Background: an optimization exercise with open tools, aiming at small area, a short achievable clock period and few clock cycles per item. Do not read the settings as production practice.
Only simulation tests tie the RTL to the original design; equivalence was not proved.
Power is estimated from default activity; no workload was simulated.

`flow/config.mk`:
```
export PLATFORM = sky130hd
export DESIGN_NAME = tx_zc_phase_gen
export DESIGN_NICKNAME = tx_zc_phase_gen
export VERILOG_FILES = /design/flow/design.v
export SDC_FILE = /design/flow/constraint.sdc
export NUM_CORES = 4
export LEC_CHECK = 0
export CAP_MARGIN = 20
export CORE_MARGIN = 2
export CORE_UTILIZATION = 40
export SETUP_SLACK_MARGIN = 4.0
export SLEW_MARGIN = 20
```
`flow/constraint.sdc`:
```
create_clock -name core_clock -period 8.0 [get_ports {sys_clk}]
set_input_delay 1.6000 -clock core_clock [delete_from_list [all_inputs] [get_ports {sys_clk}]]
set_output_delay 1.6000 -clock core_clock [all_outputs]
set_load 0.01 [all_outputs]
```
`flow/design.v`:
```
package tx_zc_pkg;
    localparam int ZC_NZC_W_DEF = 12;
    localparam int ZC_OUT_W_DEF = 12;
    localparam int ZC_INV_W_DEF = 18;
    localparam int ZC_T_MULT = 24;
endpackage
module tx_zc_mul (
    input  logic        clk,
    input  logic        i_en,
    input  logic [16:0] i_th,
    input  logic [17:0] i_inv,
    output logic [11:0] o_y,
    output logic [16:0] o_p
);
    logic [18:0] thx;
    logic [8:0]  w_neg, w_one, w_two;
    logic [8:0]  neg, one, two;
    logic        r_dsgn;
    logic [18:0] pp0;
    logic [18:0] pp1;
    logic [18:0] pp2;
    logic [18:0] pp3;
    logic [18:0] pp4;
    logic [18:0] pp5;
    logic [18:0] pp6;
    logic [18:0] pp7;
    logic [18:0] pp8;
    logic [34:0] ra, rb;
    logic [34:6] r_a, r_b;
    logic        r_sgn, r_c6;
    logic [6:0]  w_l6;
    logic s1;
    logic c2;
    logic s3;
    logic c4;
    logic s5;
    logic c6;
    logic s7;
    logic c8;
    logic s9;
    logic c10;
    logic s11;
    logic c12;
    logic s13;
    logic c14;
    logic s15;
    logic c16;
    logic s17;
    logic c18;
    logic s19;
    logic c20;
    logic s21;
    logic c22;
    logic s23;
    logic c24;
    logic s25;
    logic c26;
    logic s27;
    logic c28;
    logic s29;
    logic c30;
    logic s31;
    logic c32;
    logic s33;
    logic c34;
    logic s35;
    logic c36;
    logic s37;
    logic c38;
    logic s39;
    logic c40;
    logic s41;
    logic c42;
    logic s43;
    logic c44;
    logic s45;
    logic c46;
    logic s47;
    logic c48;
    logic s49;
    logic c50;
    logic s51;
    logic c52;
    logic s53;
    logic c54;
    logic s55;
    logic c56;
    logic s57;
    logic c58;
    logic s59;
    logic c60;
    logic s61;
    logic c62;
    logic s63;
    logic c64;
    logic s65;
    logic c66;
    logic s67;
    logic c68;
    logic s69;
    logic c70;
    logic s71;
    logic c72;
    logic s73;
    logic c74;
    logic s75;
    logic c76;
    logic s77;
    logic c78;
    logic s79;
    logic c80;
    logic s81;
    logic c82;
    logic s83;
    logic c84;
    logic s85;
    logic c86;
    logic s87;
    logic c88;
    logic s89;
    logic c90;
    logic s91;
    logic c92;
    logic s93;
    logic c94;
    logic s95;
    logic c96;
    logic s97;
    logic c98;
    logic s99;
    logic c100;
    logic s101;
    logic c102;
    logic s103;
    logic c104;
    logic s105;
    logic c106;
    logic s107;
    logic c108;
    logic s109;
    logic c110;
    logic s111;
    logic c112;
    logic s113;
    logic c114;
    logic s115;
    logic c116;
    logic s117;
    logic c118;
    logic s119;
    logic c120;
    logic s121;
    logic c122;
    logic s123;
    logic c124;
    logic s125;
    logic c126;
    logic s127;
    logic c128;
    logic s129;
    logic c130;
    logic s131;
    logic c132;
    logic s133;
    logic c134;
    logic s135;
    logic c136;
    logic s137;
    logic c138;
    logic s139;
    logic c140;
    logic s141;
    logic c142;
    logic s143;
    logic c144;
    logic s145;
    logic c146;
    logic s147;
    logic c148;
    logic s149;
    logic c150;
    logic s151;
    logic c152;
    logic s153;
    logic c154;
    logic s155;
    logic c156;
    logic s157;
    logic c158;
    logic s159;
    logic c160;
    logic s161;
    logic c162;
    logic s163;
    logic c164;
    logic s165;
    logic c166;
    logic s167;
    logic c168;
    logic s169;
    logic c170;
    logic s171;
    logic c172;
    logic s173;
    logic c174;
    logic s175;
    logic c176;
    logic s177;
    logic c178;
    logic s179;
    logic c180;
    logic s181;
    logic c182;
    logic s183;
    logic c184;
    logic s185;
    logic c186;
    logic s187;
    logic c188;
    logic s189;
    logic c190;
    logic s191;
    logic c192;
    logic s193;
    logic c194;
    logic s195;
    logic c196;
    logic s197;
    logic c198;
    logic s199;
    logic c200;
    logic s201;
    logic c202;
    logic s203;
    logic c204;
    logic s205;
    logic c206;
    logic s207;
    logic c208;
    logic s209;
    logic c210;
    logic s211;
    logic c212;
    logic s213;
    logic c214;
    logic s215;
    logic c216;
    logic s217;
    logic c218;
    logic s219;
    logic c220;
    logic s221;
    logic c222;
    logic s223;
    logic c224;
    logic s225;
    logic c226;
    logic s227;
    logic c228;
    logic s229;
    logic c230;
    logic s231;
    logic c232;
    logic s233;
    logic c234;
    logic s235;
    logic c236;
    logic s237;
    logic c238;
    logic s239;
    logic c240;
    logic s241;
    logic c242;
    logic s243;
    logic c244;
    logic s245;
    logic c246;
    logic s247;
    logic c248;
    logic s249;
    logic c250;
    logic s251;
    logic c252;
    logic s253;
    logic c254;
    logic s255;
    logic c256;
    logic s257;
    logic c258;
    logic s259;
    logic c260;
    logic s261;
    logic c262;
    logic s263;
    logic c264;
    logic s265;
    logic c266;
    logic s267;
    logic c268;
    logic s269;
    logic c270;
    logic s271;
    logic c272;
    logic s273;
    logic c274;
    logic s275;
    logic c276;
    logic s277;
    logic c278;
    logic s279;
    logic c280;
    logic s281;
    logic c282;
    logic s283;
    logic c284;
    logic s285;
    logic c286;
    logic s287;
    logic c288;
    logic s289;
    logic c290;
    logic s291;
    logic c292;
    logic s293;
    logic c294;
    logic s295;
    logic c296;
    logic s297;
    logic c298;
    logic s299;
    logic c300;
    logic s301;
    logic c302;
    logic s303;
    logic c304;
    logic s305;
    logic c306;
    assign thx = {i_th[16], i_th, 1'b0};
    always_comb begin
        for (int i = 0; i < 9; i++) begin
            w_neg[i] = thx[2*i+2] & ~(thx[2*i+1] & thx[2*i]);
            w_one[i] = thx[2*i+1] ^ thx[2*i];
            w_two[i] = (thx[2*i+2] & ~thx[2*i+1] & ~thx[2*i]) | (~thx[2*i+2] & thx[2*i+1] & thx[2*i]);
        end
    end
    always_ff @(posedge clk) begin
        if (i_en) begin
            neg    <= w_neg;
            one    <= w_one;
            two    <= w_two;
            r_dsgn <= i_th[16];
        end
    end
    assign pp0 = (({19{one[0]}} & {1'b0, i_inv}) | ({19{two[0]}} & {i_inv, 1'b0})) ^ {19{neg[0]}};
    assign pp1 = (({19{one[1]}} & {1'b0, i_inv}) | ({19{two[1]}} & {i_inv, 1'b0})) ^ {19{neg[1]}};
    assign pp2 = (({19{one[2]}} & {1'b0, i_inv}) | ({19{two[2]}} & {i_inv, 1'b0})) ^ {19{neg[2]}};
    assign pp3 = (({19{one[3]}} & {1'b0, i_inv}) | ({19{two[3]}} & {i_inv, 1'b0})) ^ {19{neg[3]}};
    assign pp4 = (({19{one[4]}} & {1'b0, i_inv}) | ({19{two[4]}} & {i_inv, 1'b0})) ^ {19{neg[4]}};
    assign pp5 = (({19{one[5]}} & {1'b0, i_inv}) | ({19{two[5]}} & {i_inv, 1'b0})) ^ {19{neg[5]}};
    assign pp6 = (({19{one[6]}} & {1'b0, i_inv}) | ({19{two[6]}} & {i_inv, 1'b0})) ^ {19{neg[6]}};
    assign pp7 = (({19{one[7]}} & {1'b0, i_inv}) | ({19{two[7]}} & {i_inv, 1'b0})) ^ {19{neg[7]}};
    assign pp8 = (({19{one[8]}} & {1'b0, i_inv}) | ({19{two[8]}} & {i_inv, 1'b0})) ^ {19{neg[8]}};
    assign s1 = pp0[16] ^ pp1[14];
    assign c2 = pp0[16] & pp1[14];
    assign s3 = pp0[17] ^ pp1[15];
    assign c4 = pp0[17] & pp1[15];
    assign s5 = pp0[18] ^ pp1[16];
    assign c6 = pp0[18] & pp1[16];
    assign s7 = pp1[17] ^ pp2[15];
    assign c8 = pp1[17] & pp2[15];
    assign s9 = pp1[18] ^ pp2[16];
    assign c10 = pp1[18] & pp2[16];
    assign s11 = ~neg[1] ^ pp2[17];
    assign c12 = ~neg[1] & pp2[17];
    assign s13 = pp0[10] ^ pp1[8];
    assign c14 = pp0[10] & pp1[8];
    assign s15 = pp0[11] ^ pp1[9];
    assign c16 = pp0[11] & pp1[9];
    assign s17 = pp0[12] ^ pp1[10] ^ pp2[8];
    assign c18 = (pp0[12] & pp1[10]) | (pp0[12] & pp2[8]) | (pp1[10] & pp2[8]);
    assign s19 = pp3[6] ^ pp4[4];
    assign c20 = pp3[6] & pp4[4];
    assign s21 = pp0[13] ^ pp1[11] ^ pp2[9];
    assign c22 = (pp0[13] & pp1[11]) | (pp0[13] & pp2[9]) | (pp1[11] & pp2[9]);
    assign s23 = pp3[7] ^ pp4[5];
    assign c24 = pp3[7] & pp4[5];
    assign s25 = pp0[14] ^ pp1[12] ^ pp2[10];
    assign c26 = (pp0[14] & pp1[12]) | (pp0[14] & pp2[10]) | (pp1[12] & pp2[10]);
    assign s27 = pp3[8] ^ pp4[6] ^ pp5[4];
    assign c28 = (pp3[8] & pp4[6]) | (pp3[8] & pp5[4]) | (pp4[6] & pp5[4]);
    assign s29 = pp6[2] ^ pp7[0];
    assign c30 = pp6[2] & pp7[0];
    assign s31 = pp0[15] ^ pp1[13] ^ pp2[11];
    assign c32 = (pp0[15] & pp1[13]) | (pp0[15] & pp2[11]) | (pp1[13] & pp2[11]);
    assign s33 = pp3[9] ^ pp4[7] ^ pp5[5];
    assign c34 = (pp3[9] & pp4[7]) | (pp3[9] & pp5[5]) | (pp4[7] & pp5[5]);
    assign s35 = pp6[3] ^ pp7[1];
    assign c36 = pp6[3] & pp7[1];
    assign s37 = pp2[12] ^ pp3[10] ^ pp4[8];
    assign c38 = (pp2[12] & pp3[10]) | (pp2[12] & pp4[8]) | (pp3[10] & pp4[8]);
    assign s39 = pp5[6] ^ pp6[4] ^ pp7[2];
    assign c40 = (pp5[6] & pp6[4]) | (pp5[6] & pp7[2]) | (pp6[4] & pp7[2]);
    assign s41 = pp8[0] ^ neg[8] ^ s1;
    assign c42 = (pp8[0] & neg[8]) | (pp8[0] & s1) | (neg[8] & s1);
    assign s43 = pp2[13] ^ pp3[11] ^ pp4[9];
    assign c44 = (pp2[13] & pp3[11]) | (pp2[13] & pp4[9]) | (pp3[11] & pp4[9]);
    assign s45 = pp5[7] ^ pp6[5] ^ pp7[3];
    assign c46 = (pp5[7] & pp6[5]) | (pp5[7] & pp7[3]) | (pp6[5] & pp7[3]);
    assign s47 = pp8[1] ^ s3 ^ c2;
    assign c48 = (pp8[1] & s3) | (pp8[1] & c2) | (s3 & c2);
    assign s49 = pp2[14] ^ pp3[12] ^ pp4[10];
    assign c50 = (pp2[14] & pp3[12]) | (pp2[14] & pp4[10]) | (pp3[12] & pp4[10]);
    assign s51 = pp5[8] ^ pp6[6] ^ pp7[4];
    assign c52 = (pp5[8] & pp6[6]) | (pp5[8] & pp7[4]) | (pp6[6] & pp7[4]);
    assign s53 = pp8[2] ^ s5 ^ c4;
    assign c54 = (pp8[2] & s5) | (pp8[2] & c4) | (s5 & c4);
    assign s55 = pp3[13] ^ pp4[11] ^ pp5[9];
    assign c56 = (pp3[13] & pp4[11]) | (pp3[13] & pp5[9]) | (pp4[11] & pp5[9]);
    assign s57 = pp6[7] ^ pp7[5] ^ pp8[3];
    assign c58 = (pp6[7] & pp7[5]) | (pp6[7] & pp8[3]) | (pp7[5] & pp8[3]);
    assign s59 = neg[0] ^ s7 ^ c6;
    assign c60 = (neg[0] & s7) | (neg[0] & c6) | (s7 & c6);
    assign s61 = pp3[14] ^ pp4[12] ^ pp5[10];
    assign c62 = (pp3[14] & pp4[12]) | (pp3[14] & pp5[10]) | (pp4[12] & pp5[10]);
    assign s63 = pp6[8] ^ pp7[6] ^ pp8[4];
    assign c64 = (pp6[8] & pp7[6]) | (pp6[8] & pp8[4]) | (pp7[6] & pp8[4]);
    assign s65 = neg[0] ^ s9 ^ c8;
    assign c66 = (neg[0] & s9) | (neg[0] & c8) | (s9 & c8);
    assign s67 = pp3[15] ^ pp4[13] ^ pp5[11];
    assign c68 = (pp3[15] & pp4[13]) | (pp3[15] & pp5[11]) | (pp4[13] & pp5[11]);
    assign s69 = pp6[9] ^ pp7[7] ^ pp8[5];
    assign c70 = (pp6[9] & pp7[7]) | (pp6[9] & pp8[5]) | (pp7[7] & pp8[5]);
    assign s71 = ~neg[0] ^ s11 ^ c10;
    assign c72 = (~neg[0] & s11) | (~neg[0] & c10) | (s11 & c10);
    assign s73 = pp2[18] ^ pp3[16] ^ pp4[14];
    assign c74 = (pp2[18] & pp3[16]) | (pp2[18] & pp4[14]) | (pp3[16] & pp4[14]);
    assign s75 = pp5[12] ^ pp6[10] ^ pp7[8];
    assign c76 = (pp5[12] & pp6[10]) | (pp5[12] & pp7[8]) | (pp6[10] & pp7[8]);
    assign s77 = ~(pp8[6] ^ c12);
    assign c78 = pp8[6] | c12;
    assign s79 = ~neg[2] ^ pp3[17] ^ pp4[15];
    assign c80 = (~neg[2] & pp3[17]) | (~neg[2] & pp4[15]) | (pp3[17] & pp4[15]);
    assign s81 = pp5[13] ^ pp6[11] ^ pp7[9];
    assign c82 = (pp5[13] & pp6[11]) | (pp5[13] & pp7[9]) | (pp6[11] & pp7[9]);
    assign s83 = pp3[18] ^ pp4[16] ^ pp5[14];
    assign c84 = (pp3[18] & pp4[16]) | (pp3[18] & pp5[14]) | (pp4[16] & pp5[14]);
    assign s85 = pp6[12] ^ pp7[10];
    assign c86 = pp6[12] & pp7[10];
    assign s87 = ~neg[3] ^ pp4[17] ^ pp5[15];
    assign c88 = (~neg[3] & pp4[17]) | (~neg[3] & pp5[15]) | (pp4[17] & pp5[15]);
    assign s89 = pp4[18] ^ pp5[16];
    assign c90 = pp4[18] & pp5[16];
    assign s91 = pp0[6] ^ pp1[4];
    assign c92 = pp0[6] & pp1[4];
    assign s93 = pp0[7] ^ pp1[5];
    assign c94 = pp0[7] & pp1[5];
    assign s95 = pp0[8] ^ pp1[6] ^ pp2[4];
    assign c96 = (pp0[8] & pp1[6]) | (pp0[8] & pp2[4]) | (pp1[6] & pp2[4]);
    assign s97 = pp3[2] ^ pp4[0];
    assign c98 = pp3[2] & pp4[0];
    assign s99 = pp0[9] ^ pp1[7] ^ pp2[5];
    assign c100 = (pp0[9] & pp1[7]) | (pp0[9] & pp2[5]) | (pp1[7] & pp2[5]);
    assign s101 = pp3[3] ^ pp4[1];
    assign c102 = pp3[3] & pp4[1];
    assign s103 = pp2[6] ^ pp3[4] ^ pp4[2];
    assign c104 = (pp2[6] & pp3[4]) | (pp2[6] & pp4[2]) | (pp3[4] & pp4[2]);
    assign s105 = pp5[0] ^ neg[5] ^ s13;
    assign c106 = (pp5[0] & neg[5]) | (pp5[0] & s13) | (neg[5] & s13);
    assign s107 = pp2[7] ^ pp3[5] ^ pp4[3];
    assign c108 = (pp2[7] & pp3[5]) | (pp2[7] & pp4[3]) | (pp3[5] & pp4[3]);
    assign s109 = pp5[1] ^ s15 ^ c14;
    assign c110 = (pp5[1] & s15) | (pp5[1] & c14) | (s15 & c14);
    assign s111 = pp5[2] ^ pp6[0] ^ neg[6];
    assign c112 = (pp5[2] & pp6[0]) | (pp5[2] & neg[6]) | (pp6[0] & neg[6]);
    assign s113 = s17 ^ s19 ^ c16;
    assign c114 = (s17 & s19) | (s17 & c16) | (s19 & c16);
    assign s115 = pp5[3] ^ pp6[1] ^ s21;
    assign c116 = (pp5[3] & pp6[1]) | (pp5[3] & s21) | (pp6[1] & s21);
    assign s117 = s23 ^ c18 ^ c20;
    assign c118 = (s23 & c18) | (s23 & c20) | (c18 & c20);
    assign s119 = neg[7] ^ s25 ^ s27;
    assign c120 = (neg[7] & s25) | (neg[7] & s27) | (s25 & s27);
    assign s121 = s29 ^ c22 ^ c24;
    assign c122 = (s29 & c22) | (s29 & c24) | (c22 & c24);
    assign s123 = s31 ^ s33 ^ s35;
    assign c124 = (s31 & s33) | (s31 & s35) | (s33 & s35);
    assign s125 = c26 ^ c28 ^ c30;
    assign c126 = (c26 & c28) | (c26 & c30) | (c28 & c30);
    assign s127 = s37 ^ s39 ^ s41;
    assign c128 = (s37 & s39) | (s37 & s41) | (s39 & s41);
    assign s129 = c32 ^ c34 ^ c36;
    assign c130 = (c32 & c34) | (c32 & c36) | (c34 & c36);
    assign s131 = s43 ^ s45 ^ s47;
    assign c132 = (s43 & s45) | (s43 & s47) | (s45 & s47);
    assign s133 = c38 ^ c40 ^ c42;
    assign c134 = (c38 & c40) | (c38 & c42) | (c40 & c42);
    assign s135 = s49 ^ s51 ^ s53;
    assign c136 = (s49 & s51) | (s49 & s53) | (s51 & s53);
    assign s137 = c44 ^ c46 ^ c48;
    assign c138 = (c44 & c46) | (c44 & c48) | (c46 & c48);
    assign s139 = s55 ^ s57 ^ s59;
    assign c140 = (s55 & s57) | (s55 & s59) | (s57 & s59);
    assign s141 = c50 ^ c52 ^ c54;
    assign c142 = (c50 & c52) | (c50 & c54) | (c52 & c54);
    assign s143 = s61 ^ s63 ^ s65;
    assign c144 = (s61 & s63) | (s61 & s65) | (s63 & s65);
    assign s145 = c56 ^ c58 ^ c60;
    assign c146 = (c56 & c58) | (c56 & c60) | (c58 & c60);
    assign s147 = s67 ^ s69 ^ s71;
    assign c148 = (s67 & s69) | (s67 & s71) | (s69 & s71);
    assign s149 = c62 ^ c64 ^ c66;
    assign c150 = (c62 & c64) | (c62 & c66) | (c64 & c66);
    assign s151 = s73 ^ s75 ^ s77;
    assign c152 = (s73 & s75) | (s73 & s77) | (s75 & s77);
    assign s153 = c68 ^ c70 ^ c72;
    assign c154 = (c68 & c70) | (c68 & c72) | (c70 & c72);
    assign s155 = pp8[7] ^ s79 ^ s81;
    assign c156 = (pp8[7] & s79) | (pp8[7] & s81) | (s79 & s81);
    assign s157 = c74 ^ c76 ^ c78;
    assign c158 = (c74 & c76) | (c74 & c78) | (c76 & c78);
    assign s159 = ~(pp8[8] ^ s83);
    assign c160 = pp8[8] | s83;
    assign s161 = s85 ^ c80 ^ c82;
    assign c162 = (s85 & c80) | (s85 & c82) | (c80 & c82);
    assign s163 = pp6[13] ^ pp7[11] ^ pp8[9];
    assign c164 = (pp6[13] & pp7[11]) | (pp6[13] & pp8[9]) | (pp7[11] & pp8[9]);
    assign s165 = s87 ^ c84 ^ c86;
    assign c166 = (s87 & c84) | (s87 & c86) | (c84 & c86);
    assign s167 = pp6[14] ^ pp7[12] ^ pp8[10];
    assign c168 = (pp6[14] & pp7[12]) | (pp6[14] & pp8[10]) | (pp7[12] & pp8[10]);
    assign s169 = ~(s89 ^ c88);
    assign c170 = s89 | c88;
    assign s171 = ~neg[4] ^ pp5[17] ^ pp6[15];
    assign c172 = (~neg[4] & pp5[17]) | (~neg[4] & pp6[15]) | (pp5[17] & pp6[15]);
    assign s173 = pp7[13] ^ pp8[11] ^ c90;
    assign c174 = (pp7[13] & pp8[11]) | (pp7[13] & c90) | (pp8[11] & c90);
    assign s175 = pp5[18] ^ pp6[16] ^ pp7[14];
    assign c176 = (pp5[18] & pp6[16]) | (pp5[18] & pp7[14]) | (pp6[16] & pp7[14]);
    assign s177 = ~pp8[12];
    assign c178 = pp8[12];
    assign s179 = ~neg[5] ^ pp6[17] ^ pp7[15];
    assign c180 = (~neg[5] & pp6[17]) | (~neg[5] & pp7[15]) | (pp6[17] & pp7[15]);
    assign s181 = pp6[18] ^ pp7[16];
    assign c182 = pp6[18] & pp7[16];
    assign s183 = pp0[4] ^ pp1[2];
    assign c184 = pp0[4] & pp1[2];
    assign s185 = pp0[5] ^ pp1[3] ^ pp2[1];
    assign c186 = (pp0[5] & pp1[3]) | (pp0[5] & pp2[1]) | (pp1[3] & pp2[1]);
    assign s187 = pp2[2] ^ pp3[0] ^ neg[3];
    assign c188 = (pp2[2] & pp3[0]) | (pp2[2] & neg[3]) | (pp3[0] & neg[3]);
    assign s189 = pp2[3] ^ pp3[1] ^ s93;
    assign c190 = (pp2[3] & pp3[1]) | (pp2[3] & s93) | (pp3[1] & s93);
    assign s191 = neg[4] ^ s95 ^ s97;
    assign c192 = (neg[4] & s95) | (neg[4] & s97) | (s95 & s97);
    assign s193 = s99 ^ s101 ^ c96;
    assign c194 = (s99 & s101) | (s99 & c96) | (s101 & c96);
    assign s195 = s103 ^ s105 ^ c100;
    assign c196 = (s103 & s105) | (s103 & c100) | (s105 & c100);
    assign s197 = s107 ^ s109 ^ c104;
    assign c198 = (s107 & s109) | (s107 & c104) | (s109 & c104);
    assign s199 = s111 ^ s113 ^ c108;
    assign c200 = (s111 & s113) | (s111 & c108) | (s113 & c108);
    assign s201 = s115 ^ s117 ^ c112;
    assign c202 = (s115 & s117) | (s115 & c112) | (s117 & c112);
    assign s203 = s119 ^ s121 ^ c116;
    assign c204 = (s119 & s121) | (s119 & c116) | (s121 & c116);
    assign s205 = s123 ^ s125 ^ c120;
    assign c206 = (s123 & s125) | (s123 & c120) | (s125 & c120);
    assign s207 = s127 ^ s129 ^ c124;
    assign c208 = (s127 & s129) | (s127 & c124) | (s129 & c124);
    assign s209 = s131 ^ s133 ^ c128;
    assign c210 = (s131 & s133) | (s131 & c128) | (s133 & c128);
    assign s211 = s135 ^ s137 ^ c132;
    assign c212 = (s135 & s137) | (s135 & c132) | (s137 & c132);
    assign s213 = s139 ^ s141 ^ c136;
    assign c214 = (s139 & s141) | (s139 & c136) | (s141 & c136);
    assign s215 = s143 ^ s145 ^ c140;
    assign c216 = (s143 & s145) | (s143 & c140) | (s145 & c140);
    assign s217 = s147 ^ s149 ^ c144;
    assign c218 = (s147 & s149) | (s147 & c144) | (s149 & c144);
    assign s219 = s151 ^ s153 ^ c148;
    assign c220 = (s151 & s153) | (s151 & c148) | (s153 & c148);
    assign s221 = s155 ^ s157 ^ c152;
    assign c222 = (s155 & s157) | (s155 & c152) | (s157 & c152);
    assign s223 = s159 ^ s161 ^ c156;
    assign c224 = (s159 & s161) | (s159 & c156) | (s161 & c156);
    assign s225 = s163 ^ s165 ^ c160;
    assign c226 = (s163 & s165) | (s163 & c160) | (s165 & c160);
    assign s227 = s167 ^ s169 ^ c164;
    assign c228 = (s167 & s169) | (s167 & c164) | (s169 & c164);
    assign s229 = s171 ^ s173 ^ c168;
    assign c230 = (s171 & s173) | (s171 & c168) | (s173 & c168);
    assign s231 = s175 ^ s177 ^ c172;
    assign c232 = (s175 & s177) | (s175 & c172) | (s177 & c172);
    assign s233 = pp8[13] ^ s179 ^ c176;
    assign c234 = (pp8[13] & s179) | (pp8[13] & c176) | (s179 & c176);
    assign s235 = ~(pp8[14] ^ s181);
    assign c236 = pp8[14] | s181;
    assign s237 = ~neg[6] ^ pp7[17] ^ pp8[15];
    assign c238 = (~neg[6] & pp7[17]) | (~neg[6] & pp8[15]) | (pp7[17] & pp8[15]);
    assign s239 = pp7[18] ^ pp8[16];
    assign c240 = pp7[18] & pp8[16];
    assign s241 = pp0[2] ^ pp1[0];
    assign c242 = pp0[2] & pp1[0];
    assign s243 = pp0[3] ^ pp1[1];
    assign c244 = pp0[3] & pp1[1];
    assign s245 = pp2[0] ^ neg[2] ^ s183;
    assign c246 = (pp2[0] & neg[2]) | (pp2[0] & s183) | (neg[2] & s183);
    assign s247 = ~(s185 ^ c184);
    assign c248 = s185 | c184;
    assign s249 = s91 ^ s187 ^ c186;
    assign c250 = (s91 & s187) | (s91 & c186) | (s187 & c186);
    assign s251 = c92 ^ s189 ^ c188;
    assign c252 = (c92 & s189) | (c92 & c188) | (s189 & c188);
    assign s253 = c94 ^ s191 ^ c190;
    assign c254 = (c94 & s191) | (c94 & c190) | (s191 & c190);
    assign s255 = c98 ^ s193 ^ c192;
    assign c256 = (c98 & s193) | (c98 & c192) | (s193 & c192);
    assign s257 = c102 ^ s195 ^ c194;
    assign c258 = (c102 & s195) | (c102 & c194) | (s195 & c194);
    assign s259 = c106 ^ s197 ^ c196;
    assign c260 = (c106 & s197) | (c106 & c196) | (s197 & c196);
    assign s261 = c110 ^ s199 ^ c198;
    assign c262 = (c110 & s199) | (c110 & c198) | (s199 & c198);
    assign s263 = c114 ^ s201 ^ c200;
    assign c264 = (c114 & s201) | (c114 & c200) | (s201 & c200);
    assign s265 = c118 ^ s203 ^ c202;
    assign c266 = (c118 & s203) | (c118 & c202) | (s203 & c202);
    assign s267 = c122 ^ s205 ^ c204;
    assign c268 = (c122 & s205) | (c122 & c204) | (s205 & c204);
    assign s269 = c126 ^ s207 ^ c206;
    assign c270 = (c126 & s207) | (c126 & c206) | (s207 & c206);
    assign s271 = c130 ^ s209 ^ c208;
    assign c272 = (c130 & s209) | (c130 & c208) | (s209 & c208);
    assign s273 = c134 ^ s211 ^ c210;
    assign c274 = (c134 & s211) | (c134 & c210) | (s211 & c210);
    assign s275 = c138 ^ s213 ^ c212;
    assign c276 = (c138 & s213) | (c138 & c212) | (s213 & c212);
    assign s277 = c142 ^ s215 ^ c214;
    assign c278 = (c142 & s215) | (c142 & c214) | (s215 & c214);
    assign s279 = c146 ^ s217 ^ c216;
    assign c280 = (c146 & s217) | (c146 & c216) | (s217 & c216);
    assign s281 = c150 ^ s219 ^ c218;
    assign c282 = (c150 & s219) | (c150 & c218) | (s219 & c218);
    assign s283 = c154 ^ s221 ^ c220;
    assign c284 = (c154 & s221) | (c154 & c220) | (s221 & c220);
    assign s285 = c158 ^ s223 ^ c222;
    assign c286 = (c158 & s223) | (c158 & c222) | (s223 & c222);
    assign s287 = c162 ^ s225 ^ c224;
    assign c288 = (c162 & s225) | (c162 & c224) | (s225 & c224);
    assign s289 = c166 ^ s227 ^ c226;
    assign c290 = (c166 & s227) | (c166 & c226) | (s227 & c226);
    assign s291 = c170 ^ s229 ^ c228;
    assign c292 = (c170 & s229) | (c170 & c228) | (s229 & c228);
    assign s293 = c174 ^ s231 ^ c230;
    assign c294 = (c174 & s231) | (c174 & c230) | (s231 & c230);
    assign s295 = c178 ^ s233 ^ c232;
    assign c296 = (c178 & s233) | (c178 & c232) | (s233 & c232);
    assign s297 = c180 ^ s235 ^ c234;
    assign c298 = (c180 & s235) | (c180 & c234) | (s235 & c234);
    assign s299 = c182 ^ s237 ^ c236;
    assign c300 = (c182 & s237) | (c182 & c236) | (s237 & c236);
    assign s301 = ~(s239 ^ c238);
    assign c302 = s239 | c238;
    assign s303 = ~neg[7] ^ pp8[17] ^ c240;
    assign c304 = (~neg[7] & pp8[17]) | (~neg[7] & c240) | (pp8[17] & c240);
    assign s305 = ~pp8[18];
    assign c306 = pp8[18];
    assign ra[0] = pp0[0];
    assign rb[0] = neg[0];
    assign ra[1] = pp0[1];
    assign rb[1] = 1'b0;
    assign ra[2] = neg[1];
    assign rb[2] = s241;
    assign ra[3] = s243;
    assign rb[3] = c242;
    assign ra[4] = s245;
    assign rb[4] = c244;
    assign ra[5] = s247;
    assign rb[5] = c246;
    assign ra[6] = s249;
    assign rb[6] = c248;
    assign ra[7] = s251;
    assign rb[7] = c250;
    assign ra[8] = s253;
    assign rb[8] = c252;
    assign ra[9] = s255;
    assign rb[9] = c254;
    assign ra[10] = s257;
    assign rb[10] = c256;
    assign ra[11] = s259;
    assign rb[11] = c258;
    assign ra[12] = s261;
    assign rb[12] = c260;
    assign ra[13] = s263;
    assign rb[13] = c262;
    assign ra[14] = s265;
    assign rb[14] = c264;
    assign ra[15] = s267;
    assign rb[15] = c266;
    assign ra[16] = s269;
    assign rb[16] = c268;
    assign ra[17] = s271;
    assign rb[17] = c270;
    assign ra[18] = s273;
    assign rb[18] = c272;
    assign ra[19] = s275;
    assign rb[19] = c274;
    assign ra[20] = s277;
    assign rb[20] = c276;
    assign ra[21] = s279;
    assign rb[21] = c278;
    assign ra[22] = s281;
    assign rb[22] = c280;
    assign ra[23] = s283;
    assign rb[23] = c282;
    assign ra[24] = s285;
    assign rb[24] = c284;
    assign ra[25] = s287;
    assign rb[25] = c286;
    assign ra[26] = s289;
    assign rb[26] = c288;
    assign ra[27] = s291;
    assign rb[27] = c290;
    assign ra[28] = s293;
    assign rb[28] = c292;
    assign ra[29] = s295;
    assign rb[29] = c294;
    assign ra[30] = s297;
    assign rb[30] = c296;
    assign ra[31] = s299;
    assign rb[31] = c298;
    assign ra[32] = s301;
    assign rb[32] = c300;
    assign ra[33] = s303;
    assign rb[33] = c302;
    assign ra[34] = s305;
    assign rb[34] = c304;
    assign w_l6 = {1'b0, ra[5:0]} + {1'b0, rb[5:0]};
    always_ff @(posedge clk) begin
        if (i_en) begin
            r_a   <= ra[34:6];
            r_b   <= rb[34:6];
            r_sgn <= r_dsgn;
            r_c6  <= w_l6[6];
        end
    end
    logic [22:6] w_lo;
    logic [17:0] w_sum;
    assign w_sum = {r_a[22:6], r_c6} + {r_b[22:6], r_c6};
    assign w_lo  = w_sum[17:1];
    assign o_p  = w_lo[22:6];
    logic [34:17] w_p, w_o, w_g;
    logic         w_z0, w_z1;
    assign w_p   = r_a[34:17] ^ r_b[34:17];
    assign w_o   = r_a[34:17] | r_b[34:17];
    assign w_g   = r_a[34:17] & r_b[34:17];
    assign w_z0  = !w_lo[17] && (w_o[33:17] == w_p[34:18]);
    assign w_z1  = w_lo[17] && (w_g[33:17] == ~w_p[34:18]);
    assign o_y   = (w_z0 || w_z1) ? w_lo[17:6] : (r_sgn ? 12'h800 : 12'h7ff);
endmodule
module tx_zc_phase_gen #(
    parameter int NZC_W  = tx_zc_pkg::ZC_NZC_W_DEF,
    parameter int OUT_W  = tx_zc_pkg::ZC_OUT_W_DEF,
    parameter int INV_W  = tx_zc_pkg::ZC_INV_W_DEF,
    parameter int PH_W   = NZC_W + 5
) (
    input  logic             sys_clk,
    input  logic             rst,
    input  logic             start,
    input  logic             abort,
    input  logic [NZC_W-1:0] zc_N_zc,
    input  logic [NZC_W-1:0] zc_len,
    input  logic [NZC_W-1:0] zc_start_index,
    input  logic [PH_W-1:0]  zc_Q,
    input  logic [PH_W-1:0]  zc_P,
    input  logic [INV_W-1:0] zc_inv_T,
    input  logic             theta_ready,
    output logic             theta_valid,
    output logic [OUT_W-1:0] theta_data,
    output logic             theta_last,
    output logic             busy,
    output logic             cfg_err
);
    logic        r_busy, r_idle, r_cfg_err;
    logic        r_ph_q2;    
    logic        r_ph_e0;    
    logic        r_ph_run;   
    logic        r_ph_w1;    
    logic        r_ph_w2;    
    logic        r_ph_w3;    
    logic        r_s1_valid, r_s1_last, r_s2_valid, r_s2_last, r_out_valid, r_out_last;
    logic [11:0] r_out_data;
    logic [11:0] r_nzc;          
    logic [13:0] r_t3;           
    logic [16:0] r_q;            
    logic [16:0] r_p;            
    logic [17:0] r_inv;          
    logic [11:0] r_rem;          
    logic [11:0] r_skip;         
    logic [11:0]        r_mc;    
    logic               r_wrap;  
    logic               r_usep;  
    logic signed [16:0] r_th;    
    logic [16:0]        r_e;     
    logic [4:0]         r_z;     
    logic [4:0]         r_pm;    
    logic [13:0] w_3n;
    logic [14:0] w_qc_a, w_qc_b, w_qc_s, w_qc_c, w_qc_r;
    logic [14:0] w_pc_s, w_pc_c, w_pc_r;
    logic [15:0] w_q2_a, w_q2_b, w_q2_s, w_q2_c, w_q2x;
    logic        w_cfg_ok, w_accept, w_adv, w_step, w_done, w_last_step;
    logic [16:0] w_t, w_half;
    logic [16:0] w_q2;
    logic [18:0] w_tha, w_thb, w_tnx, w_hnx, w_ths, w_s1, w_c1, w_ths_m, w_s2, w_c2, w_thc;
    logic [16:0] w_th_nxt;
    logic        w_wrap_nxt, w_e0_nxt;
    logic [16:0] w_ea;
    logic [18:0] w_eq, w_tx, w_ed, w_s3, w_c3, w_edt;
    logic [16:0] w_e_nxt;
    logic [1:0]  w_p3;
    logic [4:0]  w_pm;
    logic [3:0]  w_zl_s;
    logic [4:0]  w_z_nxt, w_zth5;
    logic [16:0] w_zth;
    logic [17:0] w_mul_b;
    logic [11:0] w_sat;
    logic [16:0] w_prod;
    logic        w_th_ld;
    logic [16:0] w_th_d;
    assign w_qc_a   = {3'b000, zc_N_zc};
    assign w_qc_b   = ~{1'b0, zc_N_zc, 2'b00};
    assign w_qc_s   = w_qc_a ^ w_qc_b ^ {1'b0, zc_Q[16:3]};
    assign w_qc_c   = {(w_qc_a[13:0] & w_qc_b[13:0]) | ((w_qc_a[13:0] | w_qc_b[13:0]) & zc_Q[16:3]), 1'b1};
    assign w_qc_r   = w_qc_s + w_qc_c;
    assign w_pc_s   = w_qc_a ^ w_qc_b ^ {1'b0, zc_P[16:3]};
    assign w_pc_c   = {(w_qc_a[13:0] & w_qc_b[13:0]) | ((w_qc_a[13:0] | w_qc_b[13:0]) & zc_P[16:3]), 1'b1};
    assign w_pc_r   = w_pc_s + w_pc_c;
    assign w_cfg_ok = (zc_N_zc[11:2] != '0 || zc_N_zc[1:0] == 2'd3) && (zc_len != '0) &&
                      (zc_start_index < zc_len) && w_qc_r[14] && w_pc_r[14];
    assign w_accept = !r_busy && start && w_cfg_ok;
    assign w_adv       = !(r_out_valid && !theta_ready);
    assign w_step      = w_adv && r_ph_run;
    assign w_last_step = (r_rem == 12'd1);
    assign w_done      = r_out_valid && r_out_last && theta_ready;
    assign w_t    = {r_t3, 3'b000};
    assign w_half = {1'b0, r_t3, 2'b00};
    assign w_3n    = 14'(r_nzc) + {1'b0, r_nzc, 1'b0};
    assign w_q2_a  = {4'b0000, r_nzc};
    assign w_q2_b  = ~{2'b00, r_nzc, 2'b00};
    assign w_q2_s  = w_q2_a ^ w_q2_b ^ {1'b0, r_q[16:2]};
    assign w_q2_c  = {(w_q2_a[14:0] & w_q2_b[14:0]) | ((w_q2_a[14:0] | w_q2_b[14:0]) & r_q[16:2]), 1'b1};
    assign w_q2x   = w_q2_s + w_q2_c;
    assign w_q2    = w_q2x[15] ? {r_q[15:0], 1'b0} : {w_q2x[13:0], r_q[1:0], 1'b0};
    assign w_tha  = {r_th[16], r_th[16], r_th};
    assign w_thb  = {2'b00, r_e};
    assign w_tnx  = ~{2'b00, w_t};
    assign w_hnx  = ~{2'b00, w_half};
    assign w_ths  = w_tha + w_thb;
    assign w_s1   = w_tha ^ w_thb ^ w_tnx;
    assign w_c1   = {(w_tha[17:0] & w_thb[17:0]) | (w_tha[17:0] & w_tnx[17:0]) | (w_thb[17:0] & w_tnx[17:0]), 1'b1};
    assign w_ths_m = w_s1 + w_c1;
    assign w_s2   = w_tha ^ w_thb ^ w_hnx;
    assign w_c2   = {(w_tha[17:0] & w_thb[17:0]) | (w_tha[17:0] & w_hnx[17:0]) | (w_thb[17:0] & w_hnx[17:0]), 1'b1};
    assign w_thc  = w_s2 + w_c2;
    assign w_th_nxt = w_thc[18] ? w_ths[16:0] : w_ths_m[16:0];
    assign w_ea   = r_usep ? r_p : r_e;
    assign w_eq   = ~{2'b00, r_q};
    assign w_tx   = {2'b00, w_t};
    assign w_ed   = {2'b00, w_ea} - {2'b00, r_q};
    assign w_s3   = {2'b00, w_ea} ^ w_eq ^ w_tx;
    assign w_c3   = {({1'b0, w_ea} & w_eq[17:0]) | ({1'b0, w_ea} & w_tx[17:0]) | (w_eq[17:0] & w_tx[17:0]), 1'b1};
    assign w_edt  = w_s3 + w_c3;
    assign w_e_nxt = w_ed[18] ? w_edt[16:0] : w_ed[16:0];
    function automatic logic [1:0] add3(input logic [1:0] a, input logic [1:0] b);
        case ({a, b})
            4'b0000: add3 = 2'd0;  4'b0001: add3 = 2'd1;  4'b0010: add3 = 2'd2;
            4'b0100: add3 = 2'd1;  4'b0101: add3 = 2'd2;  4'b0110: add3 = 2'd0;
            4'b1000: add3 = 2'd2;  4'b1001: add3 = 2'd0;  4'b1010: add3 = 2'd1;
            default: add3 = 2'd0;
        endcase
    endfunction
    function automatic logic [1:0] red3(input logic [1:0] g);
        red3 = {g[1] & ~g[0], g[0] & ~g[1]};
    endfunction
    always_comb begin
        logic [1:0] r0, r1, r2, r3, r4, r5, r6;
        r0 = red3(r_p[4:3]);   r1 = red3(r_p[6:5]);   r2 = red3(r_p[8:7]);
        r3 = red3(r_p[10:9]);  r4 = red3(r_p[12:11]); r5 = red3(r_p[14:13]);
        r6 = red3(r_p[16:15]);
        w_p3 = add3(add3(add3(r0, r1), add3(r2, r3)), add3(add3(r4, r5), r6));
    end
    assign w_pm = {w_p3, r_p[2:0]};
    assign w_zl_s  = {1'b0, r_z[2:0]} + {1'b0, r_pm[2:0]};
    assign w_z_nxt = {add3(add3(r_z[4:3], r_pm[4:3]), {1'b0, w_zl_s[3]}), w_zl_s[2:0]};
    assign w_zth5  = (r_z[4:3] == 2'd2) ? {2'b11, r_z[2:0]} :
                     (r_z[4:3] == 2'd1 && r_z[2]) ? {2'b10, r_z[2:0]} : {1'b0, r_z[3], r_z[2:0]};
    assign w_zth   = {{12{w_zth5[4]}}, w_zth5};
    always_comb begin
        if (r_ph_q2)      w_th_d = '0;
        else if (r_ph_w3) w_th_d = w_prod;
        else if (r_wrap)  w_th_d = w_zth;
        else              w_th_d = w_th_nxt;
    end
    assign w_th_ld = r_ph_q2 || (w_adv && (r_ph_run || r_ph_w3));
    assign w_mul_b = r_ph_w2 ? {r_nzc, 6'b000000} : r_inv;
    tx_zc_mul u_mul (.clk(sys_clk), .i_en(w_adv), .i_th(r_th), .i_inv(w_mul_b),
                     .o_y(w_sat), .o_p(w_prod));
    assign w_e0_nxt   = !rst && !abort && r_busy && r_ph_q2;
    assign w_wrap_nxt = r_ph_q2 ? 1'b0 : (w_step ? (!r_wrap && r_mc == 12'd2) : r_wrap);
    always_ff @(posedge sys_clk) begin
        if (rst || abort) begin
            r_busy      <= 1'b0;
            r_idle      <= 1'b1;
            r_ph_q2     <= 1'b0;
            r_ph_e0     <= 1'b0;
            r_ph_run    <= 1'b0;
            r_ph_w1     <= 1'b0;
            r_ph_w2     <= 1'b0;
            r_ph_w3     <= 1'b0;
            r_s1_valid  <= 1'b0;
            r_s1_last   <= 1'b0;
            r_s2_valid  <= 1'b0;
            r_s2_last   <= 1'b0;
            r_out_valid <= 1'b0;
            r_out_last  <= 1'b0;
            r_cfg_err   <= 1'b0;
        end else begin
            r_cfg_err <= !r_busy && start && !w_cfg_ok;
            if (!r_busy) begin
                r_busy  <= w_accept;
                r_idle  <= !w_accept;
                r_ph_q2 <= w_accept;
            end else begin
                if (w_done) begin
                    r_busy <= 1'b0;
                    r_idle <= 1'b1;
                end
                r_ph_q2 <= 1'b0;
                r_ph_e0 <= r_ph_q2;
                if (r_ph_e0) r_ph_run <= 1'b1;
                if (w_adv) begin
                    if (r_ph_run && (w_last_step || r_wrap)) r_ph_run <= 1'b0;
                    r_ph_w1 <= r_ph_run && !w_last_step && r_wrap;
                    r_ph_w2 <= r_ph_w1;
                    r_ph_w3 <= r_ph_w2;
                    if (r_ph_w3) r_ph_run <= 1'b1;
                end
            end
            if (w_adv) begin
                r_s1_valid  <= w_step && (r_skip == '0);
                r_s1_last   <= w_last_step;
                r_s2_valid  <= r_s1_valid;
                r_s2_last   <= r_s1_last;
                r_out_valid <= r_s2_valid;
                r_out_last  <= r_s2_last;
            end
        end
    end
    always_ff @(posedge sys_clk) begin
        if (r_idle) begin
            r_nzc  <= zc_N_zc;
            r_q    <= zc_Q;
            r_p    <= zc_P;
            r_inv  <= zc_inv_T;
            r_rem  <= zc_len;
            r_skip <= zc_start_index;
        end else begin
            if (r_ph_q2) begin
                r_q  <= w_q2;
                r_t3 <= w_3n;
            end
            if (w_step) begin
                r_rem <= r_rem - 12'd1;
                if (r_skip != '0) r_skip <= r_skip - 12'd1;
            end
        end
    end
    always_ff @(posedge sys_clk) begin
        if (w_th_ld) begin
            r_th <= w_th_d;
        end
        r_wrap <= w_wrap_nxt;
        r_usep <= w_e0_nxt || w_wrap_nxt;
        if (r_ph_q2) begin
            r_mc   <= r_nzc;
            r_pm   <= w_pm;
            r_z    <= w_pm;
        end
        if (r_ph_e0) begin
            r_e <= w_e_nxt;
        end
        if (w_step) begin
            r_e <= w_e_nxt;
            if (r_wrap) begin
                r_z    <= w_z_nxt;
                r_mc   <= r_nzc;
            end else begin
                r_mc   <= r_mc - 12'd1;
            end
        end
        if (w_adv) begin
            r_out_data <= w_sat;
        end
    end
    assign theta_valid = r_out_valid;
    assign theta_data  = r_out_data;
    assign theta_last  = r_out_last;
    assign busy        = r_busy;
    assign cfg_err     = r_cfg_err;
endmodule
```
`flow/run.sh`:
```
#!/bin/bash
# synth_recipe.tcl (not shown) runs the flow's synth.tcl, then flattens the netlist and writes it again
# the make line also repeats each setting of config.mk as NAME=value (left out here)
make -C /OpenROAD-flow-scripts/flow DESIGN_CONFIG=/design/flow/config.mk WORK_HOME=/design/flow/orfs CLKGATE_MAP_FILE= SYNTH_SCRIPT=/design/flow/synth_recipe.tcl finish
```
==> results.txt, run 1 <==
Die
After floorplanning, the core was divided into 95 placement rows. The initial cell density of the core is 40.5%. The x dimension of the die is 265 um. 109 I/O pins were placed.

The overall die area is 0.0703 mm2. The core region is 0.0674 mm2. The die is 265 um tall.

Synth
Synthesis inferred 274 register bits. The area of the mapped netlist is 0.0273 mm2. By count the netlist is led by inv_1 (453), ha_1 (260), edfxtp_1 (252). The most used flip-flop cell after synthesis is edfxtp_1. Counting flops with a built-in enable in the synthesized netlist gives 252. Counting every instance in the synthesized netlist gives 2793. The library cell occupying the most area in the post-synthesis netlist is edfxtp_1. The top cell type's share of synthesized area is 27.7%. The portion of the post-synthesis area used by sequential elements is 29.3%.

Among all cell types in the netlist, the one instantiated most often is inv_1. The average instance in the mapped netlist occupies 9.77 um2. The number of synthesis warnings is 2.

After synthesis, the netlist uses 80 different library cells. Ranked by total cell area, the synthesized netlist is headed by edfxtp_1 (28%), fa_1 (15%), ha_1 (12%). The post-synth net total is 3347. In the synthesized netlist the async set-or-reset flop fraction comes to 0%.

Global route
The via count of the first global-routing pass was 21100. The first global-routing pass estimated 112000 um of wire. The initial antenna violation count is 0. Entering global routing, the biggest net connects 68 pins.

Global routing used 20.1% of the available tracks across all layers. The overflow left after global routing is 0.

Finish
The share of post-route cells with drive strength above 1 is 6.70%. The net count of the finished layout is 3441. The layout has 6319 filler cells. 0 antenna diodes ended up in the layout. The signed area change from the synthesized netlist to the final layout is 13.3%.

Drt
The per-cell routed wire length is 18.7 um. The remaining number of nets flagged by the antenna check after routing is 0. The total via count in the routed design is 20100. Detailed routing placed a total of 34300 um of wire on met2. The total met3 wirelength after detailed routing is 3320 um. The number of detailed-routing iterations run before antenna repair is 6. After detailed routing, the number of remaining DRC violations is 0.

The detailed router's first-iteration violation count is 1444. The number of vias per cell is 5.30. Wires add up to 70800 um. For this block, wires on met1 add up to 30700 um. The detailed router used layers up to and including met4.

Setup path
For the worst setup path, the data required time is 8.29 ns. The number of buffers and inverters on the critical path is 2. Traced cell by cell, the critical path runs through mux2_4 -> a22oi_1 -> xnor2_1 -> ha_1 -> fa_1 -> inv_1 -> fa_1 -> fa_1 -> inv_1 -> fa_1. The data arrival at the endpoint of the critical path is 4.21 ns. The largest single stage delay on the critical path is 0.54 ns. The worst setup path is of the reg2reg kind. The cell with the largest stage delay on the worst path is fa_1. Among cell families on the critical path, the largest total delay comes from adder cells. STA classifies the critical path startpoint as a register. The worst setup path is captured at a register.

The peak fanout along the critical path is 10. By instance count, the cell type seen most on the critical path is fa_1.

Worst hold path
The type of the worst min-delay path is reg2reg.

STA
The relative max-transition margin is 39.2%. The highest clock rate is 255 MHz. The part of the cycle the worst path needs is 49.0%. The final max-slew violation count came to 0. The slew at the pin closest to its max-slew limit is 0.913 ns.

The total of endpoints with negative setup slack in the final report is 0. Clock skew on the completed layout was measured at 0.0118 ns. The routed design could run at a clock period as short as 3.92 ns. After routing, the total negative slack on setup checks comes to 0 ns. In the post-route analysis, the smallest setup slack over all paths is 4.08 ns.

Setup repair after global routing could not meet its margin everywhere. The count of final hold-check violations came to 0.

Run status
The flow ran to the end and the layout has no timing, DRC or antenna violations.

Power
The total leakage power is 13.7 nW. Internal power comes to 4.59 mW. The switching power of the nets is 2.98 mW. Net switching is 39.3% of the power. The share of power burned in registers is 29.0%. The post-route total power is 7.57 mW. IR analysis of the VDD net gives a maximum drop of 140 uV. The clock group share of total power is 21.3%. In this run, the combinational gates consume 49.7% of the power. In this run the power density over the cells is 245 mW/mm2.

Placed design
Input and output buffers added on the ports amount to 108. The placed wire-length estimate after detailed placement is 54900 um. The final estimated routing congestion in global placement is 0.920. The worst slack at placement is 3.09 ns.

Clocking
At the later pin of the worst-skew pair, clock insertion delay measures 0.55 ns. The longest clock path from root to sink contains 3 buffers. After clock tree synthesis, the clock-pin slew on the worst setup and hold paths is 0.06 ns.

The root buffer cell is clkbuf_16. CTS built an H-tree with a depth of 2. The number of clock buffers added by TritonCTS is 36. The number of buffers inserted by hold repair at cts is 0.

The clock drives 274 sinks. The clock tree from TritonCTS is yes.

Flow run
Max-cap violations in this run came to 0.
## flip-flops by register name, summed over array words and instances (netlist names), 12 cells and up
register and count:
r_q 17, r_t3 14, r_mc 12, r_rem 12
r_inv 18, r_out_data 12, r_p 17, r_nzc 12
u_mul.r_b 29, r_skip 12, u_mul.r_a 29, r_th 17
r_e 17
## cells in the final DEF, fill, tap and decap left out, types with 60 or more instances in the layout
cell type / n
xnor2_1: 225
nor2_1: 132
fa_1: 201
o21ai_0: 114
inv_1: 450
clkdlybuf4s50_1: 93
a21oi_1: 86
ha_1: 260
a22oi_1: 133
xor2_1: 95
edfxtp_1: 252
nand2_1: 186
buf_4: 60
## power by group through the flow
stage	Combinational [mW]	Sequential (mW)	Clock (mW)
after floorplan	2.79	2.12	0
after global placement	3.59	2.22	0
after detailed placement	3.72	2.23	0
after CTS	3.76	2.20	1.66
after global routing	4.31	2.23	1.71
final	3.76	2.20	1.61
## through the flow
| stage | hold slack, ns | util [%] | instances | cell area [um2] |
|---|---|---|---|---|
| 3_5_place_dp | 0.450 | 43.3 | 3673 | 29200 |
| 6_report | 0.457 | 45.9 | 3785 | 30900 |
| 4_1_cts | 0.460 | 45.2 | 3748 | 30500 |
| 3_3_place_gp | 0.441 | 43.3 | 3673 | 29200 |
| 5_1_grt | 0.489 | 45.9 | 3785 | 30900 |
| 2_1_floorplan | 0.400 | - | 2793 | 27400 |
## final timing paths
kind	startpoint	endpoint	slack (ns)	cells after the start
setup reg to reg	r_nzc[9]	u_mul.r_a[20]	4.08	10
hold / removal	r_s1_valid	r_s1_valid	0.46	2
setup / recovery	r_nzc[9]	u_mul.r_a[20]	4.08	10
hold reg to reg	r_s1_valid	r_s1_valid	0.46	2
## logic make-up (layout without fill, tap and decap cells)
logic type | after synthesis | count (layout) | synth area share, %
xor+xnor | 320 | 320 | 10.3
flops | 274 | 274 | 29.3
buf+inv | 576 | 693 | 7.97
simple gates | 547 | 547 | 9.50
mux | 76 | 78 | 2.87
compound gates | 539 | 539 | 13.4
fa+ha+maj | 461 | 461 | 26.7
## per-layer routing
metal / track usage [%] / up-vias
li1: - / 9658
met1: 25.6 / 9738
met2: 34.7 / 518
met3: 2.90 / 142
met4: 7.53 / 0
met5: 0 / -
## worst register-to-register path: cells and delay by family (launching register included)
family	cells	cell delay (ns)
fa+ha+maj	5	2.24
flops	1	0.52
mux	1	0.39
compound gates	1	0.24
xor+xnor	1	0.15
buf+inv	2	0.10
## area by class of cell
type | instances | area [um2] | area share [%]
inverters | 456 | 1710 | 5.54
clock buffers | 40 | 937 | 3.03
flip-flops and latches | 274 | 8020 | 25.9
clock inverters | 23 | 218 | 0.704
well taps | 873 | 1090 | 3.53
multi-input cells | 1945 | 17300 | 56.0
repair buffers | 174 | 1640 | 5.29
## what timing repair did
item / in CTS / in global routing
pin swaps: 4 / 13
gates cloned: 0 / 3
buffers inserted: 12 / 34
endpoints found under the setup margin: 49 / 45
resized for setup: 27 / 35
Testbench counts, summed over its fixed seeds: cycles 47,060, items 46,621.
==> run 2: changes to the inputs <==
--- a/flow/config.mk
+++ b/flow/config.mk
@@ -8,5 +8,7 @@
 export CAP_MARGIN = 20
 export CORE_MARGIN = 2
 export CORE_UTILIZATION = 40
+export CTS_BUF_LIST = sky130_fd_sc_hd__clkbuf_8
+export CTS_CLUSTER_SIZE = 40
 export SETUP_SLACK_MARGIN = 4.0
 export SLEW_MARGIN = 20
==> run 2 against run 1 <==
Net effect: still clean on timing, DRC and antenna; setup slack got worse by 0.049 ns; fmax decreased by 1.2%; hold slack worse by 0.0037 ns; non-clock buffer count grew 3; global-route usage is 0.081 points higher; synthesized cell count is the same; register-to-register slack worse by 0.05 ns; routed wire length increased by 2.0%; final cell count increased by 1.0%; count of clock-buffer cells in the layout is 17 higher; clock skew is 0.036 ns higher; first-iteration DRC count rose by 8.9%; critical path type unchanged; critical endpoint is now u_mul.r_a[14]; largest cell class unchanged.
==> results.txt, run 2 <==
Global route
The initial antenna violation count is 1 (was 0). The met2 capacity usage during global routing is 34.8% (was 34.7%). The met3 global-route usage is 2.85% (was 2.90%). The met1 track utilization from global routing is 25.7% (was 25.6%). The via count of the first global-routing pass is 21300 (was 21100). The global-route wire length before repair is 113000 um (was 112000 um). The global-route usage over all layers is 20.2% (was 20.1%).

The overflow left after global routing was 0 (unchanged). The most utilized layer in the global route result was met2 (unchanged). The maximum number of pins on one net before global-route repair came to 68 (unchanged).

Clocking
The number of buffers inserted by hold repair at cts is 0 (unchanged). The clock-pin slew of the registers on the worst-case setup and hold paths is 0.06 ns (about the same). The maximum clock insertion buffer count is 3 (unchanged).

The TritonCTS sink count came to 274 (unchanged). The clock tree from TritonCTS is yes (unchanged). The root buffer cell is clkbuf_8 (was clkbuf_16).

The clock latency at the later pin of the worst-skew pair is 0.66 ns (was 0.55 ns). The maximum level of the CTS H-tree was 2 (unchanged). The TritonCTS buffer count is 51 (was 36).

Die
The core box area is 0.0674 mm2 (unchanged). The overall die area is 0.0703 mm2 (unchanged). The initial cell density of the core was 40.5% (unchanged). The boundary pin count was 109 (unchanged).

The die span in y is 265 um (unchanged). The number of rows created at floorplan is 95 (unchanged). The x dimension of the die is 265 um (unchanged).

STA
The total of endpoints with negative setup slack in the final report is 0 (unchanged). The relative max-transition margin is 40.3% (was 39.2%). The worst-case setup margin in the final layout is 4.03 ns (was 4.08 ns). The slew at the pin closest to its max-slew limit is 0.896 ns (was 0.913 ns). The part of the cycle the worst path needs is 49.6% (was 49.0%).

RSZ-0062 raised after global routing: yes (unchanged). The final max-slew violation count was 0 (unchanged). The highest clock rate is 252 MHz (was 255 MHz). The count of final hold-check violations came to 0 (unchanged). The setup TNS is 0 ns (unchanged). The clock period minus final worst setup slack is 3.97 ns (was 3.92 ns). The final setup skew came to 0.0478 ns (was 0.0118 ns).

Setup path
The peak fanout along the critical path came to 13 (was 10). The critical path required time came to 8.38 ns (was 8.29 ns). The critical path endpoint category is a register (unchanged).

The data arrival at the endpoint of the critical path is 4.34 ns (was 4.21 ns). The element type at the critical path start is a register (unchanged). The critical path class is reg2reg (unchanged).

Finish
The signed area change from the synthesized netlist to the final layout was 13.3% (about the same). The share of post-route cells with drive strength above 1 is 7.29% (was 6.70%). Highest-count cells in the layout ignoring fill and taps: inv_1 (469), ha_1 (260), edfxtp_1 (252) (was inv_1 (450), ha_1 (260), edfxtp_1 (252)). Largest registers: u_mul.r_a (29), u_mul.r_b (29), r_inv (18) (unchanged). The count of non-filler cells in the finished layout was 3824 (was 3785). The net count reported at finish was 3462 (was 3441). The antenna cell count is 0 (unchanged).

The most common library cell in the layout ignoring fill and taps is inv_1 (unchanged).

Synth
The top cell type's share of synthesized area came to 27.7% (unchanged). The portion of the post-synthesis area used by sequential elements is 29.3% (unchanged). The number of synthesis warnings was 2 (unchanged). The post-synth net total is 3347 (unchanged). The share of flip-flops with an asynchronous set or reset after synthesis is 0% (unchanged). Area contributors post-synth: edfxtp_1 (28%), fa_1 (15%), ha_1 (12%) (unchanged). The cell with the most instances after synthesis is inv_1 (unchanged). The flip-flop and latch count after synthesis is 274 (unchanged).

The area of the mapped netlist is 0.0273 mm2 (unchanged). The synthesized area divided by synthesized cell count is 9.77 um2 (unchanged). The library cell occupying the most area in the post-synthesis netlist is edfxtp_1 (unchanged). Top cell types by occurrence after synthesis: inv_1 (453), ha_1 (260), edfxtp_1 (252) (unchanged).

The number of synthesized flops with an enable pin was 252 (unchanged). The most used flip-flop cell after synthesis is edfxtp_1 (unchanged). The post-synthesis cell count is 2793 (unchanged). The post-synthesis cell type count is 80 (unchanged).

Placed design
The final estimated routing congestion in global placement is 0.920 (unchanged). The placed wire-length estimate after detailed placement is 54900 um (unchanged). The number of input and output port buffers inserted was 108 (unchanged). The worst slack at placement is 3.09 ns (unchanged).

The total placed cells including tap cells is 3673 (unchanged).

Drt
The per-cell routed wire length is 18.9 um (was 18.7 um). The number of DRC violations after detailed routing is 0 (unchanged). The number of detailed-routing iterations run before antenna repair was 5 (was 6).

The total via count in the routed design is 20300 (was 20100). The detailed-route wire length is 72200 um (was 70800 um). The detailed router's first-iteration violation count is 1572 (was 1444). The remaining number of nets flagged by the antenna check after routing is 0 (unchanged).

The number of vias per cell is 5.32 (was 5.30).

Worst hold path
The type of the worst min-delay path was reg2reg (unchanged).

Power
The total leakage power came to 13.8 nW (was 13.7 nW). The worst voltage drop across the vdd grid is 101 uV (was 140 uV). The cell area power density is 239 mW/mm2 (was 245 mW/mm2).

The post-route total power is 7.38 mW (was 7.57 mW).

Flow run
The max-capacitance violation count is 0 (unchanged).

Run status
Status: complete, no violations (unchanged).
==> run 2: cell counts after synthesis <==
Identical to the previous run, type by type.
==> run 2: power by group <==
group	total, mW	internal, mW	switching (mW)	leakage [nW]
logic	3.78	1.64	2.14	10.4
clock network	1.40	0.756	0.647	0.607
registers	2.20	1.99	0.209	2.76
==> run 2: worst paths after layout <==
check             slack [ns]  cells past startpoint         start            end
setup / recovery        4.03                      9  u_mul.neg[3]  u_mul.r_a[14]
hold reg to reg         0.45                      2    r_s1_valid     r_s1_valid
hold / removal          0.45                      2    r_s1_valid     r_s1_valid
setup reg to reg        4.03                      9  u_mul.neg[3]  u_mul.r_a[14]
==> run 2: cell families (layout without fill, tap and decap cells) <==
logic type      after synthesis  count (layout)  synth area share [%]
compound gates              539             539                  13.4
xor+xnor                    320             320                  10.3
fa+ha+maj                   461             461                  26.7
buf+inv                     576             729                  7.97
flops                       274             274                  29.3
mux                          76              81                  2.87
simple gates                547             547                  9.50
==> run 2: cell type report <==
class,count,area (um2)
inverters,456,1710
repair buffers,177,1710
fillers,6318,36500
clock inverters,39,258
multi-input cells,1948,17300
well taps,873,1090
clock buffers,57,785
flip-flops and latches,274,8020
==> run 2: critical path, stage by stage (launching register included) <==
cell and delay [ns]:
edfxtp_1 0.92, inv_2 0.34, xnor2_1 0.25, fa_1 0.56, inv_1 0.06, fa_1 0.49
inv_1 0.06, fa_1 0.54, inv_1 0.05, fa_1 0.44
==> run 2: what timing repair did <==
item                                    4_1_cts  5_1_grt
resized for setup                            14       41
buffers inserted                             10       39
endpoints found under the setup margin       50       46
pin swaps                                     1       15
gates cloned                                  0        6
==> run 2: routing by layer <==
layer | wire length, um | part of all wire, %
met1 | 31100 | 43
met3 | 3620 | 5.0
met2 | 34800 | 48
met4 | 2670 | 3.7
met5 | 0 | 0
==> run 2: metrics by stage <==
step | cell area (um2) | hold slack (ns) | utilization, %
after CTS | 30400 | 0.458 | 45.0
after detailed placement | 29200 | 0.450 | 43.3
after floorplan | 27400 | 0.400 | -
final | 30900 | 0.453 | 45.9
after global routing | 30900 | 0.484 | 45.9
after global placement | 29200 | 0.441 | 43.3
==> run 3: changes to the inputs <==
==> flow/flow/run.sh (new file) <==
#!/bin/bash
# The standard layout, with the ports buffered by buf_2 cells instead of the
# default choice of buffer cell.
set -euo pipefail
export BUFFER_PORTS_ARGS="-buffer_cell sky130_fd_sc_hd__buf_2"
bash standard.sh > standard.log 2>&1
==> flow/standard.sh (new file) <==
#!/bin/bash
# synth_recipe.tcl (not shown) runs the flow's synth.tcl, then flattens the netlist and writes it again
# the make line also repeats each setting of config.mk as NAME=value (left out here)
make -C /OpenROAD-flow-scripts/flow DESIGN_CONFIG=/design/flow/config.mk WORK_HOME=/design/flow/orfs CLKGATE_MAP_FILE= SYNTH_SCRIPT=/design/flow/synth_recipe.tcl "${@:-finish}"
--- a/flow/config.mk
+++ b/flow/config.mk
@@ -8,7 +8,5 @@
 export CAP_MARGIN = 20
 export CORE_MARGIN = 2
 export CORE_UTILIZATION = 40
-export CTS_BUF_LIST = sky130_fd_sc_hd__clkbuf_8
-export CTS_CLUSTER_SIZE = 40
-export SETUP_SLACK_MARGIN = 4.0
+export SETUP_SLACK_MARGIN = 4.2
 export SLEW_MARGIN = 20
removed: flow/run.sh
==> run 3 against run 2 <==
Net effect: still clean on timing, DRC and antenna; utilization grew 0.73 points; fmax grew 2.2%; clock power grew 12%; count of clock-buffer cells in the layout shrank 16; hold slack gained 0.0039 ns; routed wire length grew 4.5%; non-clock buffer count grew 62; sequential share of layout area shrank 0.42 points.
==> results.txt, run 3 <==
Setup path
The peak fanout along the critical path came to 18 (was 13). The critical path endpoint category is a register (unchanged).

Clocking
The root buffer cell is clkbuf_16 (was clkbuf_8). The clock tree from TritonCTS is yes (unchanged). The number of buffers inserted by hold repair at cts is 0 (unchanged). The maximum clock insertion buffer count is 3 (unchanged).

The TritonCTS buffer count is 35 (was 51). The clock latency at the later pin of the worst-skew pair came to 0.57 ns (was 0.66 ns).

Die
The overall die area came to 0.0703 mm2 (unchanged). The number of rows created at floorplan was 95 (unchanged). The initial cell density of the core is 40.5% (unchanged). The die span in y is 265 um (unchanged).

STA
The count of final hold-check violations is 0 (unchanged). The total of endpoints with negative setup slack in the final report was 0 (unchanged). The slew at the pin closest to its max-slew limit is 1.08 ns (was 0.896 ns). The setup TNS is 0 ns (unchanged). The final max-slew violation count came to 0 (unchanged).

The part of the cycle the worst path needs is 48.5% (was 49.6%). The final setup skew came to 0.0262 ns (was 0.0478 ns).

Synth
The area of the mapped netlist is 0.0273 mm2 (unchanged). The most used flip-flop cell after synthesis is edfxtp_1 (unchanged). The cell with the most instances after synthesis is inv_1 (unchanged).

Area contributors post-synth: edfxtp_1 (28%), fa_1 (15%), ha_1 (12%) (unchanged). The synthesized area divided by synthesized cell count is 9.77 um2 (unchanged). The post-synthesis cell type count was 80 (unchanged). The post-synthesis cell count is 2793 (unchanged).

The share of flip-flops with an asynchronous set or reset after synthesis is 0% (unchanged). The basic-gate share of the synthesized area counting and, or, nand and nor cells is 9.50% (unchanged). The flip-flop and latch count after synthesis is 274 (unchanged). Top cell types by occurrence after synthesis: inv_1 (453), ha_1 (260), edfxtp_1 (252) (unchanged). The synthesized-area fraction occupied by xor and xnor cells is 10.3% (unchanged). The post-synthesis compound-gate area fraction is 13.4% (unchanged). The share of synthesized area spent on multiplexers is 2.87% (unchanged).

Placed design
The worst slack at placement is 3.62 ns (was 3.09 ns).

Power
The worst voltage drop across the vdd grid is 144 uV (was 101 uV). The cell area power density is 244 mW/mm2 (was 239 mW/mm2).

Drt
The detailed router's first-iteration violation count is 1608 (was 1572). The per-cell routed wire length is 19.6 um (was 18.9 um). The number of detailed-routing iterations run before antenna repair is 5 (unchanged).

Finish
Largest registers: u_mul.r_a (29), u_mul.r_b (29), r_inv (18) (unchanged). Highest-count cells in the layout ignoring fill and taps: inv_1 (435), ha_1 (252), edfxtp_1 (252) (was inv_1 (469), ha_1 (260), edfxtp_1 (252)). The antenna cell count is 0 (unchanged). The signed area change from the synthesized netlist to the final layout is 15.1% (was 13.3%). The most common library cell in the layout ignoring fill and taps is inv_1 (unchanged). The net count reported at finish is 3509 (was 3462).

Global route
The overflow left after global routing is 0 (unchanged). The via count of the first global-routing pass is 21600 (was 21300).

Run status
Status: complete, no violations (unchanged).

Flow run
The max-capacitance violation count is 0 (unchanged).
## run 3: cell counts after synthesis
No cell type changed its count.
## run 3: worst register-to-register path, stage by stage (launching register included)
cell,delay [ns]
edfxtp_1,0.88
a22oi_2,0.19
xnor2_1,0.25
ha_1,0.30
fa_1,0.53
inv_1,0.06
fa_2,0.54
fa_1,0.40
inv_1,0.08
fa_1,0.40
## run 3: area by class of cell
cell class	instances	area, um2
repair buffers	239	1780
inverters	456	1720
well taps	873	1090
flip-flops and latches	274	8020
multi-input cells	1949	17700
fillers	6243	36000
clock inverters	22	208
clock buffers	41	898
## run 3: final timing paths
| path | startpoint | to | depth (start not counted) |
|---|---|---|---|
| worst min-delay path | r_s1_valid | r_s1_valid | 2 |
| worst min register to register | r_s1_valid | r_s1_valid | 2 |
| worst max register to register | u_mul.two[2] | u_mul.r_a[20] | 9 |
| worst max-delay path | u_mul.two[2] | u_mul.r_a[20] | 9 |
## run 3: kinds of logic (layout without fill, tap and decap cells)
kind of cell | count (synthesis) | count (layout)
buffers and inverters | 576 | 758
AND/OR/NAND/NOR | 547 | 547
AO/OA/AOI/OAI | 539 | 539
adder cells (fa/ha/maj) | 461 | 461
XOR/XNOR | 320 | 320
flip-flops | 274 | 274
multiplexers | 76 | 82
## run 3: per-stage QoR
step           util (%)  cell area [um2]  power [mW]  cells  hold WS (ns)
2_1_floorplan         -            27400        4.91   2793         0.400
3_3_place_gp       42.6            28700        5.81   3678         0.444
3_5_place_dp       42.6            28700        5.95   3678         0.449
4_1_cts            45.0            30300        7.59   3790         0.457
5_1_grt            46.6            31400        8.38   3854         0.486
6_report           46.6            31400        7.68   3854         0.457
## run 3: power by group
group | internal, mW | switching (mW)
sequential | 1.99 | 0.193
clock | 0.908 | 0.661
combinational | 1.71 | 2.22
total | 4.61 | 3.07
## run 3: timing repair
| item | CTS | global route |
|---|---|---|
| gates cloned | 3 | 6 |
| buffers inserted | 46 | 58 |
| resized for setup | 21 | 112 |
| pin swaps | 19 | 53 |
| setup endpoints to repair | 45 | 60 |
## run 3: layer usage
layer	GRT usage (%)	vias to the layer above	routed length (um)	part of all wire, %
met3	2.37	176	3780	5.0
li1	-	9816	-	-
met2	36.8	614	37100	49
met1	26.7	10200	31800	42
met4	6.76	2	2760	3.7
met5	0	-	13	0.017

==> static timing again, ports no longer ideal <==
No port has a modelled driver above. Below, the same layouts with a new extraction and two added sets of constraints. Step 1 (the two cells are an assumption about what drives the block):
set clk [get_ports {sys_clk}]
set_driving_cell -lib_cell sky130_fd_sc_hd__clkbuf_16 $clk
set_driving_cell -lib_cell sky130_fd_sc_hd__buf_2 [delete_from_list [all_inputs] $clk]
Step 2 times the ports against the registers' clock, not the clock port: input delays grow and output delays shrink by t, the midpoint of the rising clock arrivals with the driver on. Slacks: no drivers / after step 1 / after step 2; pairs: no drivers / after step 1.
| run | t (ns) | slack for setup (ns) | worst setup path at the end | latest minus earliest clock arrival (ns) | pins driven straight from the clock port |
|---|---|---|---|---|---|
| run 1 | 0.604 | 4.082 / 4.082 / 3.561 | input to register | 0.012 / 0.012 | 1 |
| run 2 | 0.699 | 4.034 / 4.034 / 3.488 | input to register | 0.056 / 0.056 | 1 |
| run 3 | 0.619 | 4.120 / 4.120 / 3.659 | input to register | 0.027 / 0.027 | 1 |
After both steps setup and hold are still met in every run listed. For run 2, which loses most, drivers alone change the setup slack by 0.000 ns; drivers and shift together by -0.546 ns.
